This design comes from an exercise in tuning for small area, a short achievable clock period and few clock cycles per item on the open sky130 flow, not from production work.
Where RTL was checked, it was by simulation tests only, not by an equivalence proof against the original.
Power and IR drop assume default switching activity.

Design sorted_leaf_entry_table, start of the top module:
module sorted_leaf_entry_table
#(
  parameter int CAPACITY = 16
) (
  input  logic                      clk,
  input  logic                      rst_n,
  input  logic                      in_valid,
  output logic                      in_ready,
  input  logic [1:0]                in_func,
  input  logic signed [slet_pkg::FIELD_W-1:0] in_key,
  input  logic signed [slet_pkg::FIELD_W-1:0] in_rec_page,
  input  logic signed [slet_pkg::FIELD_W-1:0] in_rec_slot,
  input  logic [slet_pkg::SMALL_W-1:0]        in_position,
  input  logic signed [slet_pkg::FIELD_W-1:0] in_link_in,
  output logic                      out_valid,
  input  logic                      out_ready,
  output logic [2:0]                out_status,
  output logic [slet_pkg::SMALL_W-1:0]        out_found_position,
  output logic signed [slet_pkg::FIELD_W-1:0] out_key_out,
  output logic signed [slet_pkg::FIELD_W-1:0] out_page_out,
  output logic signed [slet_pkg::FIELD_W-1:0] out_slot_out,
  output logic [slet_pkg::SMALL_W-1:0]        out_entry_count,
  output logic signed [slet_pkg::FIELD_W-1:0] out_link_out
);
  localparam int CW = $clog2(CAPACITY + 1);
  localparam int EW = 3 * slet_pkg::FIELD_W;
  logic adv;       
  logic accept;
  logic [CW-1:0]                       count_r;    
  logic [CAPACITY-1:0]                 vmask_r;    
  logic signed [slet_pkg::FIELD_W-1:0] link_r;     
  logic                                r2_v;
  logic [1:0]                          r2_func;
  logic                                r2_ins;       
  logic                                r2_bad;       
  ...
clock: 6.0 ns
lec_check: 0
cap_margin: 20
core_margin: 2
core_utilization: 45
cts_buf_list: sky130_fd_sc_hd__clkbuf_8 sky130_fd_sc_hd__clkbuf_16
cts_cluster_diameter: 60
cts_cluster_size: 30
place_density: 0.55
setup_slack_margin: 3.0
slew_margin: 20
run.sh (not shown) runs the stock make flow with config.mk's settings and CLKGATE_MAP_FILE= SYNTH_SCRIPT=/design/flow/synth_recipe.tcl, a recipe that flattens the netlist after the stock synthesis.
Rerun with:
--- a/flow/design.v
+++ b/flow/design.v
@@ -23,39 +23,61 @@
     logic gt;    
     logic ge;    
   } cell_flags_t;
 endpackage
 module slet_cell
 (
   input  logic                                clk,
   input  logic                                valid,      
   input  logic                                wr_en,      
   input  slet_pkg::entry_t                    new_entry,
-  input  logic signed [slet_pkg::FIELD_W-1:0] probe_key,
+  input  logic [15:0][3:0]                    pdig,       
   input  logic                                cmp_le,     
   output logic                                below,      
   input  logic                                rank_wr,    
   input  logic [3:0]                          new_lo,
   input  logic [3:0]                          new_hi,
   input  logic                                rank_inc,   
   output logic [15:0]                         rank_dec,   
   output logic [3:0]                          rank_lo,    
   output logic [3:0]                          rank_hi,
   input  logic                                rd_sel,     
   output slet_pkg::entry_t                    rd_entry    
 );
   slet_pkg::entry_t entry_r;
   logic [3:0]       lo_r, hi_r;
-  logic [slet_pkg::FIELD_W:0] diff;
-  assign diff  = {1'b0, entry_r.key} + {1'b0, probe_key[slet_pkg::FIELD_W-1], ~probe_key[slet_pkg::FIELD_W-2:0]}
-               + (slet_pkg::FIELD_W+1)'(!cmp_le);
-  assign below = valid && !diff[slet_pkg::FIELD_W];
+  logic [15:0] gd, ed;
+  always_comb begin
+    for (int d = 0; d < 16; d++) begin
+      logic k1, k0;
+      k1 = entry_r.key[2*d+1];
+      k0 = entry_r.key[2*d];
+      gd[d] = (pdig[d][0] & (k1 | k0)) | (pdig[d][1] & k1) | (pdig[d][2] & k1 & k0);
+      ed[d] = (pdig[d][0] & !k1 & !k0) | (pdig[d][1] & !k1 & k0) |
+              (pdig[d][2] & k1 & !k0)  | (pdig[d][3] & k1 & k0);
+    end
+  end
+  function automatic logic [1:0] ge_merge(input logic [1:0] hi, input logic [1:0] lo);
+    ge_merge = {hi[1] | (hi[0] & lo[1]), hi[0] & lo[0]};
+  endfunction
+  function automatic logic [1:0] ge_tree8(input logic [7:0] g, input logic [7:0] e);
+    logic [3:0][1:0] l1;
+    logic [1:0][1:0] l2;
+    for (int i = 0; i < 4; i++) l1[i] = ge_merge({g[2*i+1], e[2*i+1]}, {g[2*i], e[2*i]});
+    for (int i = 0; i < 2; i++) l2[i] = ge_merge(l1[2*i+1], l1[2*i]);
+    ge_tree8 = ge_merge(l2[1], l2[0]);
+  endfunction
+  logic [1:0] hi8, lo8, all16;
+  assign hi8   = ge_tree8(gd[15:8], ed[15:8]);
+  assign lo8   = ge_tree8(gd[7:0], ed[7:0]);
+  assign all16 = ge_merge(hi8, lo8);
+  assign below = valid && !(all16[1] || (all16[0] && !cmp_le));
   always_ff @(posedge clk) begin
     if (wr_en) begin
       entry_r      <= new_entry;
       entry_r.key  <= {~new_entry.key[slet_pkg::FIELD_W-1], new_entry.key[slet_pkg::FIELD_W-2:0]};
     end
   end
   always_ff @(posedge clk) begin
     if (rank_wr) begin
       lo_r <= new_lo;
       hi_r <= new_hi;
@@ -122,20 +144,26 @@
   logic [CAPACITY-1:0]          wsel;      
   logic [CAPACITY-1:0]          below;
   slet_pkg::entry_t             new_entry;
   assign full      = vmask_r[CAPACITY-1];
   assign is_ins0   = (in_func == slet_pkg::FN_INSERT);
   assign ins0      = is_ins0 && !full;
   assign rd_ok0    = (in_position != '0) && (in_position <= slet_pkg::SMALL_W'(count_r));
   assign link_bad0 = in_link_in[slet_pkg::FIELD_W-1] && !(&in_link_in[slet_pkg::FIELD_W-2:0]);
   assign wsel      = vmask_r ^ {vmask_r[CAPACITY-2:0], 1'b1};
   assign new_entry.key  = in_key;
+  logic [15:0][3:0] pdig;
+  logic [slet_pkg::FIELD_W-1:0] probe_u;
+  assign probe_u = {~in_key[slet_pkg::FIELD_W-1], in_key[slet_pkg::FIELD_W-2:0]};
+  for (genvar d = 0; d < 16; d++) begin : g_pdig
+    assign pdig[d] = 4'b0001 << probe_u[2*d +: 2];
+  end
   assign new_entry.page = in_rec_page;
   assign new_entry.slot = in_rec_slot;
   logic [CAPACITY-1:0][3:0]     rank_lo, rank_hi;   
   logic                         pend;         
   logic [CAPACITY-1:0]          moves;        
   logic [CAPACITY-1:0]          old_hit;      
   logic [CAPACITY-1:0]          sel0;
   logic [3:0]                   q_lo, q_hi, qm1_lo, qm1_hi;   
   logic [CAPACITY-1:0]          top;          
   assign pend   = r2_v && r2_ins;
@@ -164,21 +192,21 @@
   logic [CW-1:0]                     found_nxt;
   logic [3:0]                        nb_lo, nb_hi;    
   logic                              ins2, none_above;
   assign ins2 = adv && pend;
   for (genvar i = 0; i < CAPACITY; i++) begin : g_cell
     slet_cell u_cell (
       .clk       (clk),
       .valid     (vmask_r[i]),
       .wr_en     (wsel[i]),
       .new_entry (new_entry),
-      .probe_key (in_key),
+      .pdig      (pdig),
       .cmp_le    (is_ins0),
       .below     (below[i]),
       .rank_wr   (ins2 && top[i]),
       .new_lo    (nb_lo),
       .new_hi    (nb_hi),
       .rank_inc  (adv && moves[i]),
       .rank_dec  (rank_dec[i]),
       .rank_lo   (rank_lo[i]),
       .rank_hi   (rank_hi[i]),
       .rd_sel    (r2_sel[i]),
The changed run completed with no timing, DRC or antenna violations.
Worst setup slack gets worse by 15 ps.
Utilization came out lower by 0.87 points.
Via count climbs by 4.7%.
Area after synthesis shrinks by 0.84%.
Wire length goes up by 4.2%.
Power grows by 0.84%.
Worst hold slack is better by 39 ps.
Testbench counts after the change, summed over its fixed seeds: cycles 5,248, items 5,120.
Function not checked in the first run of this note: the RTL went through the layout flow alone.

==> port drivers added, routing unchanged <==
No port has a modelled driver above. Below, the same layouts with a new extraction and two added sets of constraints. Step 1, drivers: a clkbuf_16 drives clk and a buf_2 each remaining input, both assumed. Step 2 moves the port delays by t, midway between the first and last clock arrival at a register: inputs arrive t later, outputs are due t later. That takes back most of the time a late clock gives input paths. Three values: no drivers, after step 1, after step 2; two values: the first two.
run | shift t [ns] | setup slack, ns | worst hold slack (ns) | clock arrival spread, ns | slew at the worst register clock pin (ns)
the first run | 0.906 | 2.874 / 2.800 / 1.894 | 0.392 / 0.392 / 0.392 | 0.048 / 0.048 | 0.11 / 0.11
the second run | 0.920 | 2.858 / 2.858 / 2.023 | 0.432 / 0.432 / 0.432 | 0.045 / 0.045 | 0.10 / 0.10
After both steps every run listed still meets setup and hold. For the first run, which loses most, drivers alone change the setup slack by -0.074 ns; drivers and shift together by -0.980 ns.
